Source: an optimization exercise on an open RTL-to-GDS flow (aim: small area and few clock cycles). Production flows keep margins and buffers that such runs may drop.
Function was checked by simulation only, so behaviour that the tests miss may differ from the original.
Power is estimated from default activity; no workload was simulated.

Design cache_top, start of the top module:
module cache_top (
  input  wire         clk,
  input  wire         reset,
  input  wire         memreq_type,
  input  wire  [7:0]  memreq_opaque,
  input  wire  [31:0] memreq_addr,
  input  wire  [31:0] memreq_data,
  input  wire         memreq_val,
  output wire         memreq_rdy,
  output wire         memresp_type,
  output wire  [7:0]  memresp_opaque,
  output wire  [31:0] memresp_data,
  output wire         memresp_val,
  input  wire         memresp_rdy,
  output wire         cache_req_type,
  output wire  [7:0]  cache_req_opaque,
  output wire  [31:0] cache_req_addr,
  output wire  [31:0] cache_req_data,
  output wire         cache_req_val,
  input  wire         cache_req_rdy,
  input  wire         cache_resp_type,
  input  wire  [7:0]  cache_resp_opaque,
  input  wire  [31:0] cache_resp_data,
  input  wire         cache_resp_val,
  output wire         cache_resp_rdy
);
Size: roughly 5200 cells after synthesis, roughly 2700 flip-flops, about 240 I/O pins.
Settings: LEC_CHECK=0, CAP_MARGIN=20, CORE_MARGIN=2, CORE_UTILIZATION=42, SLEW_MARGIN=20, SYNTH_HIERARCHICAL=1, BUFFER_PORTS_ARGS=-buffer_cell sky130_fd_sc_hd__buf_1, CTS_ARGS=-sink_clustering_enable -repair_clock_nets -dont_use_dummy_load -buf_list sky130_fd_sc_hd__clkbuf_16 -sink_clustering_size 26 -sink_clustering_max_diameter 120; clock period 10.0 ns.
standard.sh (not shown) runs the stock make flow with config.mk's settings and CLKGATE_MAP_FILE= SYNTH_SCRIPT=/design/flow/synth_recipe.tcl, a recipe that flattens the netlist after the stock synthesis.
==> flow/flow/run.sh <==
#!/bin/bash
# Standard ORFS layout (the standard.sh, synthesis included) with two
# changes: the port buffers are the smallest plain buffer, and the clock tree
# is built from clkbuf_16 leaf clusters of up to 26 sinks without dummy
# loads. Each ORFS step writes its full log under orfs/logs; the make output
# as a whole goes to flow_make.log in this folder.
set -euo pipefail
cat >> config.mk <<'EOT'
export BUFFER_PORTS_ARGS = -buffer_cell sky130_fd_sc_hd__buf_1
export CTS_ARGS = -sink_clustering_enable -repair_clock_nets -dont_use_dummy_load -buf_list sky130_fd_sc_hd__clkbuf_16 -sink_clustering_size 26 -sink_clustering_max_diameter 120
EOT
bash standard.sh > flow_make.log 2>&1
Testbench counts at the start, summed over its fixed seeds: cycles 10,899.
Edit:
--- a/flow/design.v
+++ b/flow/design.v
@@ -106,20 +106,23 @@
   logic [3:0]        s2_ovr;
   logic [NQ-1:0]     q_v;
   logic [NQ-1:0]     q_type;
   logic [NQ-1:0]     q_tm;                          
   logic [7:0]        q_opq [NQ];
   logic [3:0]        q_idx [NQ];
   logic [1:0]        q_off [NQ];
   localparam int QW  = (NQ > 4) ? 3 : (NQ > 2) ? 2 : 1;
   logic [QW-1:0]     q_hd;
   logic [QW-1:0]     q_tl;
+  logic              hr_type;
+  logic [3:0]        hr_idx;
+  logic [1:0]        hr_off;
   logic              resp_hold;
   logic              resp_rd;
   logic [1:0]        wo;
   logic              drop0;
   assign resp_rd = cache_resp_val && (cache_resp.mtype == cache_msg_pkg::MSG_READ) && s1_v;
   assign wo      = s1_base + s1_c;                  
   assign drop0   = s1_ovr[wo];                      
   logic [TAG_W-1:0]  tag_rd;
   logic              tag_eq;
   logic              vd;
@@ -202,25 +205,25 @@
   assign te_done    = te_busy && req_fire && (k == (te_wb ? 3'd7 : 3'd3));
   assign te_wr      = te_done && te_type;          
   logic              h_v, h_type, h_tm;
   logic [7:0]        h_opq;
   logic [3:0]        h_idx;
   logic [1:0]        h_off;
   logic              h_arr;
   logic              h_ready;
   logic              resp_fire;
   assign h_v    = q_v[q_hd];
-  assign h_type = q_type[q_hd];
+  assign h_type = hr_type;
   assign h_tm   = q_tm[q_hd];
   assign h_opq  = q_opq[q_hd];
-  assign h_idx  = q_idx[q_hd];
-  assign h_off  = q_off[q_hd];
+  assign h_idx  = hr_idx;
+  assign h_off  = hr_off;
   assign h_arr   = resp_rd && !drop0 && (h_idx == s1_idx) && (h_off == wo);
   logic              h_there;
   assign h_there = !(s1_v && (h_idx == s1_idx) && !h_arr &&
                      !((2'(h_off - s1_base) < s1_c) || s1_ovr[h_off])) &&
                    !(s2_v && (h_idx == s2_idx) && !s2_ovr[h_off]);
   assign h_ready = h_v && !h_tm && (h_type || h_there);
   assign memresp_val = h_ready && !wb_req && (memreq_val || !s1_v || resp_hold);
   assign resp_fire   = memresp_val && memresp_rdy;
   assign rd_addr = wb_req ? {te_idx, req_off} : {h_idx, h_off};
   logic [63:0]       rsel;
@@ -399,20 +402,33 @@
         q_type[i] <= m0_type;
         q_opq[i]  <= m0_opq;
         q_idx[i]  <= m0_idx;
         q_off[i]  <= m0_off;
         q_tm[i]   <= miss_ok;
       end else if (te_done) begin
         q_tm[i]   <= 1'b0;
       end
     end
   end
+  logic [QW-1:0]     hd_nx;
+  assign hd_nx = resp_fire ? ((q_hd == QW'(NQ-1)) ? '0 : q_hd + 1'b1) : q_hd;
+  always_ff @(posedge clk) begin
+    if (m0_go && (q_tl == hd_nx)) begin
+      hr_type <= m0_type;
+      hr_idx  <= m0_idx;
+      hr_off  <= m0_off;
+    end else begin
+      hr_type <= q_type[hd_nx];
+      hr_idx  <= q_idx[hd_nx];
+      hr_off  <= q_off[hd_nx];
+    end
+  end
   always_ff @(posedge clk) begin
     if (reset) resp_hold <= 1'b0;
     else       resp_hold <= memresp_val && !memresp_rdy;
   end
 endmodule
 `default_nettype wire
 `timescale 1ns/1ps
 `default_nettype none
 module cache_top (
   input  wire         clk,
- The new run ran to the end with no violations
- setup slack improves by 650 ps
- worst hold slack degrades by 3.1 ps
- synthesized cell count climbs by 1.1%
- die area climbs by 0.62%
- register-to-register slack improves by 510 ps
- core utilization drops by 0.24 points
- maximum frequency climbs by 7.0%
- critical path depth drops by 4
- sequential power hardly moves
- combinational power climbs by 30%
- non-clock buffer count climbs by 12
- count of clock-buffer cells in the layout drops by 1
- final area climbs by 0.34%
- clock skew drops by 50 ps
Testbench counts after the change, summed over its fixed seeds: cycles 10,899.

========
Another version of the RTL of cache_top (not shown whole).
Size in the first run: about 5,300 cells after synthesis, about 2,700 flip-flops, ~240 I/O pins, ~0.10 sq mm of cells after synthesis.
==> flow/config.mk <==
export PLATFORM = sky130hd
export DESIGN_NAME = cache_top
export DESIGN_NICKNAME = cache_top
export VERILOG_FILES = /design/flow/design.v
export SDC_FILE = /design/flow/constraint.sdc
export NUM_CORES = 4
export LEC_CHECK = 0
export CAP_MARGIN = 20
export CORE_MARGIN = 2
export CORE_UTILIZATION = 40
export SLEW_MARGIN = 20
export SYNTH_HIERARCHICAL = 1
export BUFFER_PORTS_ARGS = -buffer_cell sky130_fd_sc_hd__buf_1
export CTS_ARGS = -sink_clustering_enable -repair_clock_nets -dont_use_dummy_load -buf_list sky130_fd_sc_hd__clkbuf_16 -sink_clustering_size 22 -sink_clustering_max_diameter 100
==> flow/constraint.sdc <==
create_clock -name core_clock -period 10.0 [get_ports {clk}]
set_input_delay 2.0000 -clock core_clock [delete_from_list [all_inputs] [get_ports {clk}]]
set_output_delay 2.0000 -clock core_clock [all_outputs]
set_load 0.01 [all_outputs]
==> flow/flow/run.sh <==
#!/bin/bash
# Standard ORFS layout (the standard.sh, synthesis included) with two
# changes: the port buffers are the smallest plain buffer, and the clock tree
# is built from clkbuf_16 leaf clusters of up to 22 sinks without dummy
# loads. Each ORFS step writes its full log under orfs/logs; the make output
# as a whole goes to flow_make.log in this folder.
set -euo pipefail
cat >> config.mk <<'EOT'
export BUFFER_PORTS_ARGS = -buffer_cell sky130_fd_sc_hd__buf_1
export CTS_ARGS = -sink_clustering_enable -repair_clock_nets -dont_use_dummy_load -buf_list sky130_fd_sc_hd__clkbuf_16 -sink_clustering_size 22 -sink_clustering_max_diameter 100
EOT
bash standard.sh > flow_make.log 2>&1
Testbench counts at the start, summed over its fixed seeds: cycles 10,899.
Then changed:
--- a/flow/design.v
+++ b/flow/design.v
@@ -110,12 +110,15 @@
   logic [7:0]        q_opq [NQ];
   logic [3:0]        q_idx [NQ];
   logic [1:0]        q_off [NQ];
   localparam int QW  = (NQ > 4) ? 3 : (NQ > 2) ? 2 : 1;
   logic [QW-1:0]     q_hd;
   logic [QW-1:0]     q_tl;
+  logic              hr_type;
+  logic [3:0]        hr_idx;
+  logic [1:0]        hr_off;
   logic              resp_hold;
   logic              resp_rd;
   logic [1:0]        wo;
   logic              drop0;
   assign resp_rd = cache_resp_val && (cache_resp.mtype == cache_msg_pkg::MSG_READ) && s1_v;
   assign wo      = s1_base + s1_c;                  
@@ -131,13 +134,26 @@
   logic              q_rd_word;
   logic              te_done;
   logic              te_wr;
   logic              rd_ok, wr_ok, miss_ok;
   logic              m0_go;
   logic              cpu_wr;
-  assign tag_rd   = tag_q[m0_idx];
+  logic [15:0]       tsel;
+  logic [5:0]        tsl_n [TAG_W];
+  assign tsel = 16'd1 << m0_idx;
+  for (genvar b = 0; b < TAG_W; b++) begin : g_tg
+    for (genvar j = 0; j < 5; j++) begin : g_sl
+      cache_rd_ao3 sl_i (
+        .d   ({tag_q[3*j+2][b], tag_q[3*j+1][b], tag_q[3*j][b]}),
+        .s   (tsel[3*j+2:3*j]),
+        .y_n (tsl_n[b][j])
+      );
+    end
+    assign tsl_n[b][5] = !(tag_q[15][b] && tsel[15]);
+    assign tag_rd[b]   = !(&tsl_n[b]);
+  end
   assign tag_eq   = valid_q[m0_idx] && (tag_rd == m0_tag);
   assign vd       = valid_q[m0_idx] && dirty_q[m0_idx];
   assign m0_arr   = resp_rd && !drop0 && (m0_idx == s1_idx) && (m0_off == wo);
   assign m0_there = !(s1_v && (m0_idx == s1_idx) && !m0_arr &&
                       !((2'(m0_off - s1_base) < s1_c) || s1_ovr[m0_off])) &&
                     !(s2_v && (m0_idx == s2_idx) && !s2_ovr[m0_off]);
@@ -193,17 +209,17 @@
   logic [3:0]        h_idx;
   logic [1:0]        h_off;
   logic              h_arr;
   logic              h_ready;
   logic              resp_fire;
   assign h_v    = q_v[q_hd];
-  assign h_type = q_type[q_hd];
+  assign h_type = hr_type;
   assign h_tm   = q_tm[q_hd];
   assign h_opq  = q_opq[q_hd];
-  assign h_idx  = q_idx[q_hd];
-  assign h_off  = q_off[q_hd];
+  assign h_idx  = hr_idx;
+  assign h_off  = hr_off;
   assign h_arr   = resp_rd && !drop0 && (h_idx == s1_idx) && (h_off == wo);
   logic              h_there;
   assign h_there = !(s1_v && (h_idx == s1_idx) && !h_arr &&
                      !((2'(h_off - s1_base) < s1_c) || s1_ovr[h_off])) &&
                    !(s2_v && (h_idx == s2_idx) && !s2_ovr[h_off]);
   assign h_ready = h_v && !h_tm && (h_type || h_there);
@@ -390,12 +406,25 @@
         q_tm[i]   <= miss_ok;
       end else if (te_done) begin
         q_tm[i]   <= 1'b0;
       end
     end
   end
+  logic [QW-1:0]     hd_nx;
+  assign hd_nx = resp_fire ? ((q_hd == QW'(NQ-1)) ? '0 : q_hd + 1'b1) : q_hd;
+  always_ff @(posedge clk) begin
+    if (m0_go && (q_tl == hd_nx)) begin
+      hr_type <= m0_type;
+      hr_idx  <= m0_idx;
+      hr_off  <= m0_off;
+    end else begin
+      hr_type <= q_type[hd_nx];
+      hr_idx  <= q_idx[hd_nx];
+      hr_off  <= q_off[hd_nx];
+    end
+  end
   always_ff @(posedge clk) begin
     if (reset) resp_hold <= 1'b0;
     else       resp_hold <= memresp_val && !memresp_rdy;
   end
 endmodule
 `default_nettype wire
Critical path depth fell by 7.
First-iteration DRC count rose by a few percent.
Worst setup slack improved by 0.37 ns.
Final area fell slightly.
Sequential share of layout area rose by 1.0 points.
Utilization rose by 0.30 points.
Power rose by a few percent.
Via count fell slightly.
Combinational power rose by a quarter to a third.
Clock power is about the same.
Flip-flop and latch count rose by 3.
Area after synthesis fell slightly.
Routed wire length fell slightly.
Testbench counts after the change, summed over its fixed seeds: cycles 10,899.

==> static timing again, ports no longer ideal <==
The results above use ideal ports. As a check the final layouts listed here were re-extracted and re-timed, cells and wires unchanged. Step 1, drivers: a clkbuf_16 drives clk and a buf_2 each remaining input, both assumed. Step 2, shift: input delay + t, output delay - t, t = (earliest + latest rising clock arrival at the registers) / 2. This alone moves slack from input paths to output paths. a / b / c = ideal ports / drivers / drivers and shift; a / b = the first two.
| run | t (ns) | setup slack, ns | worst hold slack (ns) | worst data-port slew with drivers (ns) | cell pins on the clock port's net |
|---|---|---|---|---|---|
| the first run of note 1 | 0.865 | 0.177 / 0.086 / 0.951 | 0.456 / 0.456 / 0.456 | 0.08 | 1 |
| the second run of note 1 | 0.863 | 0.824 / 0.733 / 1.596 | 0.453 / 0.453 / 0.453 | 0.27 | 1 |
| the first run of note 2 | 0.901 | 0.280 / 0.182 / 1.083 | 0.421 / 0.421 / 0.421 | 0.09 | 1 |
| the second run of note 2 | 0.896 | 0.652 / 0.559 / 1.455 | 0.419 / 0.419 / 0.419 | 0.11 | 1 |
After both steps every run listed still meets setup and hold.
